This is an optimization exercise on Yosys and OpenROAD, whose aim is small area, not a production implementation. Only simulation tests tie the RTL to the original design; equivalence was not proved. Power and IR drop assume default switching activity.

**flow/run.sh**
```bash
#!/bin/bash
# synth_recipe.tcl (not shown) runs the flow's synth.tcl, then flattens the netlist and writes it again
# the make line also repeats each setting of config.mk as NAME=value (left out here)
make -C /OpenROAD-flow-scripts/flow DESIGN_CONFIG=/design/flow/config.mk WORK_HOME=/design/flow/orfs CLKGATE_MAP_FILE= SYNTH_SCRIPT=/design/flow/synth_recipe.tcl finish
```
**flow/config.mk**
```make
export PLATFORM = sky130hd
export DESIGN_NAME = fir_cmem_bank
export DESIGN_NICKNAME = fir_cmem_bank
export VERILOG_FILES = /design/flow/design.v
export SDC_FILE = /design/flow/constraint.sdc
export NUM_CORES = 4
export LEC_CHECK = 0
export CAP_MARGIN = 20
export CORE_MARGIN = 2
export CORE_UTILIZATION = 30
export SLEW_MARGIN = 20
```
**flow/constraint.sdc**
```tcl
create_clock -name core_clock -period 6.0 [get_ports {clk}]
set_input_delay 1.2000 -clock core_clock [delete_from_list [all_inputs] [get_ports {clk}]]
set_output_delay 1.2000 -clock core_clock [all_outputs]
set_load 0.01 [all_outputs]
```
**flow/design.v**
```verilog
`default_nettype none
module fir_cmem_bank #(
   parameter int BITS       = 16,
   parameter int TAPS       = 64,
   parameter int ADDR_WIDTH = 6,
   parameter int BANKS      = 2,
   parameter int BANK_WIDTH = 1
) (
   input  logic                  clk,
   input  logic                  rst_n,
   input  logic                  CEN,
   input  logic                  WEN,
   input  logic [ADDR_WIDTH-1:0] A,
   input  logic [BANK_WIDTH-1:0] BA,
   input  logic [BITS-1:0]       D,
   output logic [BITS-1:0]       Q,
   output logic                  wr_drop,
   input  logic                  swap_req,
   input  logic [BANK_WIDTH-1:0] swap_bank,
   output logic [BANK_WIDTH-1:0] act_bank,
   input  logic                  start,
   output logic                  busy,
   output logic                  c_valid,
   output logic [ADDR_WIDTH-1:0] c_idx,
   output logic [BITS-1:0]       c_data,
   output logic                  c_last
);
   localparam int WW = BITS;
   localparam logic [ADDR_WIDTH-1:0] C_LAST  = ADDR_WIDTH'(TAPS - 1);
   localparam logic [BANK_WIDTH:0]   C_BANKS = BANKS[BANK_WIDTH:0];
   typedef enum logic [0:0] {
      S_IDLE = 1'b0,
      S_RUN  = 1'b1
   } state_t;
   logic [WW-1:0]         mem_q [BANKS][TAPS];
   state_t                state_q, state_d;
   logic [ADDR_WIDTH-1:0] cnt_q, cnt_d;
   logic [BANK_WIDTH-1:0] pend_bank_q, pend_bank_d;
   logic [BANK_WIDTH-1:0] act_bank_d;
   logic                  pend_q, pend_d;
   logic                  busy_d;
   logic                  swap_ok, wr_hit_act, wr_en, frame_end;
   logic [WW-1:0]         wr_word, rd_word;
   assign swap_ok    = swap_req && ({1'b0, swap_bank} < C_BANKS);
   assign wr_hit_act = busy && (BA == act_bank);
   assign wr_en      = !CEN && !WEN && !wr_hit_act && ({1'b0, BA} < C_BANKS);
   assign frame_end  = (state_q == S_RUN) && (cnt_q == C_LAST);
   assign rd_word    = mem_q[act_bank][cnt_q];
   assign wr_word    = D;
   always_comb begin
      state_d     = state_q;
      cnt_d       = cnt_q;
      act_bank_d  = act_bank;
      pend_d      = pend_q;
      pend_bank_d = pend_bank_q;
      case (state_q)
         S_IDLE: begin
            if (swap_ok) act_bank_d = swap_bank;
            if (start && !busy) begin
               state_d = S_RUN;
               cnt_d   = '0;
            end
         end
         S_RUN: begin
            cnt_d = cnt_q + ADDR_WIDTH'(1);
            if (swap_ok) begin
               pend_d      = 1'b1;
               pend_bank_d = swap_bank;
            end
            if (frame_end) begin
               state_d = S_IDLE;
               pend_d  = 1'b0;
               if (swap_ok)     act_bank_d = swap_bank;
               else if (pend_q) act_bank_d = pend_bank_q;
            end
         end
         default: state_d = S_IDLE;
      endcase
      busy_d = (state_d == S_RUN) || frame_end;
   end
   always_ff @(posedge clk) begin
      if (wr_en) mem_q[BA][A] <= wr_word;
   end
   always_ff @(posedge clk) begin
      if (!rst_n) begin
         state_q     <= S_IDLE;
         cnt_q       <= '0;
         pend_q      <= 1'b0;
         pend_bank_q <= '0;
         act_bank    <= '0;
         busy        <= 1'b0;
         Q           <= '0;
         wr_drop     <= 1'b0;
         c_valid     <= 1'b0;
         c_idx       <= '0;
         c_data      <= '0;
         c_last      <= 1'b0;
      end else begin
         state_q     <= state_d;
         cnt_q       <= cnt_d;
         pend_q      <= pend_d;
         pend_bank_q <= pend_bank_d;
         act_bank    <= act_bank_d;
         busy        <= busy_d;
         wr_drop     <= !CEN && !WEN && wr_hit_act;
         if (!CEN && WEN) Q <= mem_q[BA][A][BITS-1:0];
         c_valid     <= (state_q == S_RUN);
         c_last      <= frame_end;
         if (state_q == S_RUN) begin
            c_idx  <= cnt_q;
            c_data <= rd_word[BITS-1:0];
         end
      end
   end
endmodule
`default_nettype wire
```
==> metrics.md <==
| Metric | Value |
|---|---|
| HPWL after DPL | 283000 um |
| Startpoint class of the critical path | input port |
| Share of cells above drive strength 1 | 31.6% |
| Worst Hold Path Cells | 2 |
| GRT Util Overall | 24.8% |
| Vias per cell | 6.37 |
| Width of the die | 574 um |
| Internal Power | 0.0254 W |
| IO Count | 73 |
| Top post-synthesis cells by area | edfxtp_1, mux4_2, mux2_2 |
| MaxCap Viol Count | 0 |
| CTS max path bufs | 4 |
| Synth top area share | 63.0% |
| Status | finished clean |
| # Post-CTS Setup Buffers | 0 |
| CTS tree | done |
| Maximum vdd drop | 254 uV |
| Yosys top cell by area | edfxtp_1 |
| Power share of the clock group | 43.0% |
| Syn Inst Count | 5631 |
| Final Cycle Share | 76.0% |
| Number of max-slew violations in the final report | 0 |
| Number of distinct library cells after synthesis | 77 |
| Layout Nets | 5942 |
| Leakage | 34.6 nW |
| Met1 wire length | 149000 um |
| First-pass GRT wire length | 565000 um |
| RR Startpoint | cnt_q[2] |
| Commonest non-fill, non-tap cell in the layout | edfxtp_1 |
| Max Used Layer | met5 |
| Rel. slew slack | 7.37% |
| Crit Path Class | in2reg |
| Worst hold-check path type | reg2reg |
| Pwr Density | 297 nW/um^2 |
| Die Footprint | 330000 sq um |
| Initial DRC count | 11782 |
| RSZ-0062 raised after global routing | false |
| Initial Util | 30.1% |
| Largest net degree at the start of global routing | 90 |
| GP Congestion | 1.06 |
| Gr ovfl total | 0 |
| Hold Path Sink | pend_bank_q |
| TNS Setup | 0 ps |
| Worst EP required | 6840 ps |
| Post-Route WL | 421000 um |
| Register Area | 62600 sq um |
| Sw Ratio | 24.5% |
| CTS Sinks | 2100 |
| Share of power burned in registers | 48.2% |
| Share of synthesized registers carrying an async set or reset | 0% |
| Setup WS post-layout | 1440 ps |
| Via count | 66553 |
| Slew of the pin with the lowest slew margin | 1370 ps |
| Vias in the first global route | 63084 |
| Minimum clock period | 4560 ps |
| Area occupied by multi-input gates | 33100 sq um |
| Final hold violation count | 0 |
| Synthesized area per cell | 17.3 sq um |
| Core area | 324000 sq um |
| Initial antenna violation count | 53 |
| Average wire per standard cell | 40.3 um |
| R2R cell count | 8 |
| Clk slew on worst S/H paths | 60 ps |
| # rows | 209 |
| Clock skew | 105 ps |
| Filler cells | 30210 |
| Post-cts gate resize count | 0 |
| Post-synth EDFFs | 2048 |
| CP Capture Type | register |
| Final setup fails | 0 |
| IO Port Bufs | 72 |
| Reg2Reg Setup Slack | 1730 ps |
| Warnings, synthesis | 1 |
| Root buffer cell | clkbuf_16 |
| Hold Startpoint | pend_bank_q |
| Psw | 0.00824 W |
| Combinational power share | 8.7% |
| Residual DRC count | 0 |
| R2R Path End | c_data[3] |
| Max frequency | 219 MHz |
| Critical Path AT | 5400 ps |
| Most frequent cells in the layout | edfxtp_1, mux4_2, buf_4 |
| Seq cells post-synth | 2100 |
| CTS Buf Count | 225 |
| Syn nets | 5662 |
| Chip Height | 574 um |
| Hold buffer count at cts | 0 |
| Drt pass-1 iters | 9 |
| Met3 WL post-DR | 56500 um |
| Clock latency on the worst-skew pair | 960 ps |
| Routed Antenna Nets | 0 |
| Synth Cell Area | 97600 sq um |
| P&R area growth vs syn | 16.2% |
| Crit path max fanout | 54 |
| Sequential-to-total area share from yosys stat | 64.1% |
| H-tree Lvls | 4 |
| Top FF cell, synth | edfxtp_1 |
| Placement Setup Slack | 906 ps |
| Wire length on met2 | 180000 um |
==> critical path, stage by stage <==
cell and delay, ps:
buf_8 440, nor2b_4 1050, buf_4 490, a22oi_1 150, o22ai_1 630, o21ai_0 480
buf_4 270, o311a_1 200, a31oi_1 200
==> sequential cells by signal (all words and copies together) (netlist names) <==
register,flops
state_q,1
c_idx,6
mem_q,2048
act_bank,1
cnt_q,6
wr_drop,1
c_valid,1
busy,1
Q,16
pend_q,1
c_data,16
c_last,1
pend_bank_q,1
==> cells in the mapped netlist, types with 23 or more instances <==
cell	number
nand3_1	33
o22ai_1	126
buf_4	63
mux4_2	677
nor2_1	231
a31oi_1	38
a221oi_1	214
buf_2	169
clkbuf_1	193
a21oi_1	103
a211oi_1	42
a22oi_1	183
a22o_1	31
and3_1	23
mux2_2	249
mux2i_1	278
o221ai_1	65
o2bb2ai_1	37
a221o_1	54
dfxtp_1	52
edfxtp_1	2048
o21ai_0	118
nor3_1	34
nand2b_1	31
nor2b_1	42
buf_1	45
nand2_1	204
==> power by group through the flow <==
stage	clock network, W	registers (W)	logic, W
floorplan	0	0.0165	0.00144
global placement	0	0.0165	0.00281
detailed placement	0	0.0165	0.00283
CTS	0.0145	0.0162	0.00283
global route	0.0151	0.0162	0.00295
finish	0.0145	0.0162	0.00295
==> metal layers <==
layer	up-vias	GRT usage, %
met2	5833	36.3
li1	24608	-
met3	1288	7.94
met5	-	0
met4	34	17.0
met1	34790	31.2
==> how the worst max path moves through the flow <==
| stage | slack (ps) | from | endpoint |
|---|---|---|---|
| 2_1_floorplan | 2080 | A[1] | mem_q[105][0] |
| 5_1_grt | 1580 | A[2] | Q[8] |
| 4_1_cts | 1850 | A[2] | Q[8] |
| 3_3_place_gp | 730 | A[0] | Q[13] |
| 6_report | 1440 | A[2] | Q[8] |
| 3_5_place_dp | 910 | A[5] | Q[11] |
==> cell type report <==
type	instances	share of cell area [%]
sequential	2100	55.2
multi-input combinational	3040	29.2
clock buffer	262	5.09
tap	4325	4.77
timing repair buffer	534	4.09
clock inverter	143	1.52
antenna	27	0.0596
inverter	10	0.0475
==> metrics by stage <==
stage / cell area [sq um] / total power, W / util, % / std cells / hold slack (ps)
finish: 113000 / 0.0337 / 35.0 / 10441 / 473
global route: 113000 / 0.0343 / 35.0 / 10416 / 494
CTS: 113000 / 0.0336 / 35.0 / 10412 / 471
detailed placement: 106000 / 0.0194 / 32.6 / 10007 / 462
global placement: 106000 / 0.0194 / 32.6 / 10005 / 466
floorplan: 97600 / 0.0179 / - / 5631 / 444
==> kinds of logic after synthesis <==
group / after synthesis / synth area share [%]
flops: 2100 / 64.1
mux: 1204 / 21.4
compound gates: 1158 / 8.88
simple gates: 673 / 3.18
buf+inv: 491 / 2.43
xor+xnor: 4 / 0.0359
fa+ha+maj: 1 / 0.0128

[static timing again, ports no longer ideal]
Ports are ideal in the flow. The routed layout listed here was re-timed in OpenROAD.
Step 1: set_driving_cell puts a clkbuf_16 on clk and a buf_2 on each other input, an assumption about the parent block.
Step 2 times the ports against the registers' clock, not the clock port: input delays grow and output delays shrink by t, the midpoint of the rising clock arrivals with the driver on.
a / b / c = ideal ports / drivers / drivers and shift; a / b = the first two.
t, ns: 1.004
setup slack, ns: 1.438 / 1.485 / 0.481
worst setup path after step 2: input to register
latest minus earliest clock arrival (ns): 0.107 / 0.106
slew at the worst register clock pin (ns): 0.07 / 0.07
After both steps this run still meets setup and hold. For this run, drivers alone change the setup slack by +0.047 ns; drivers and shift together by -0.957 ns.
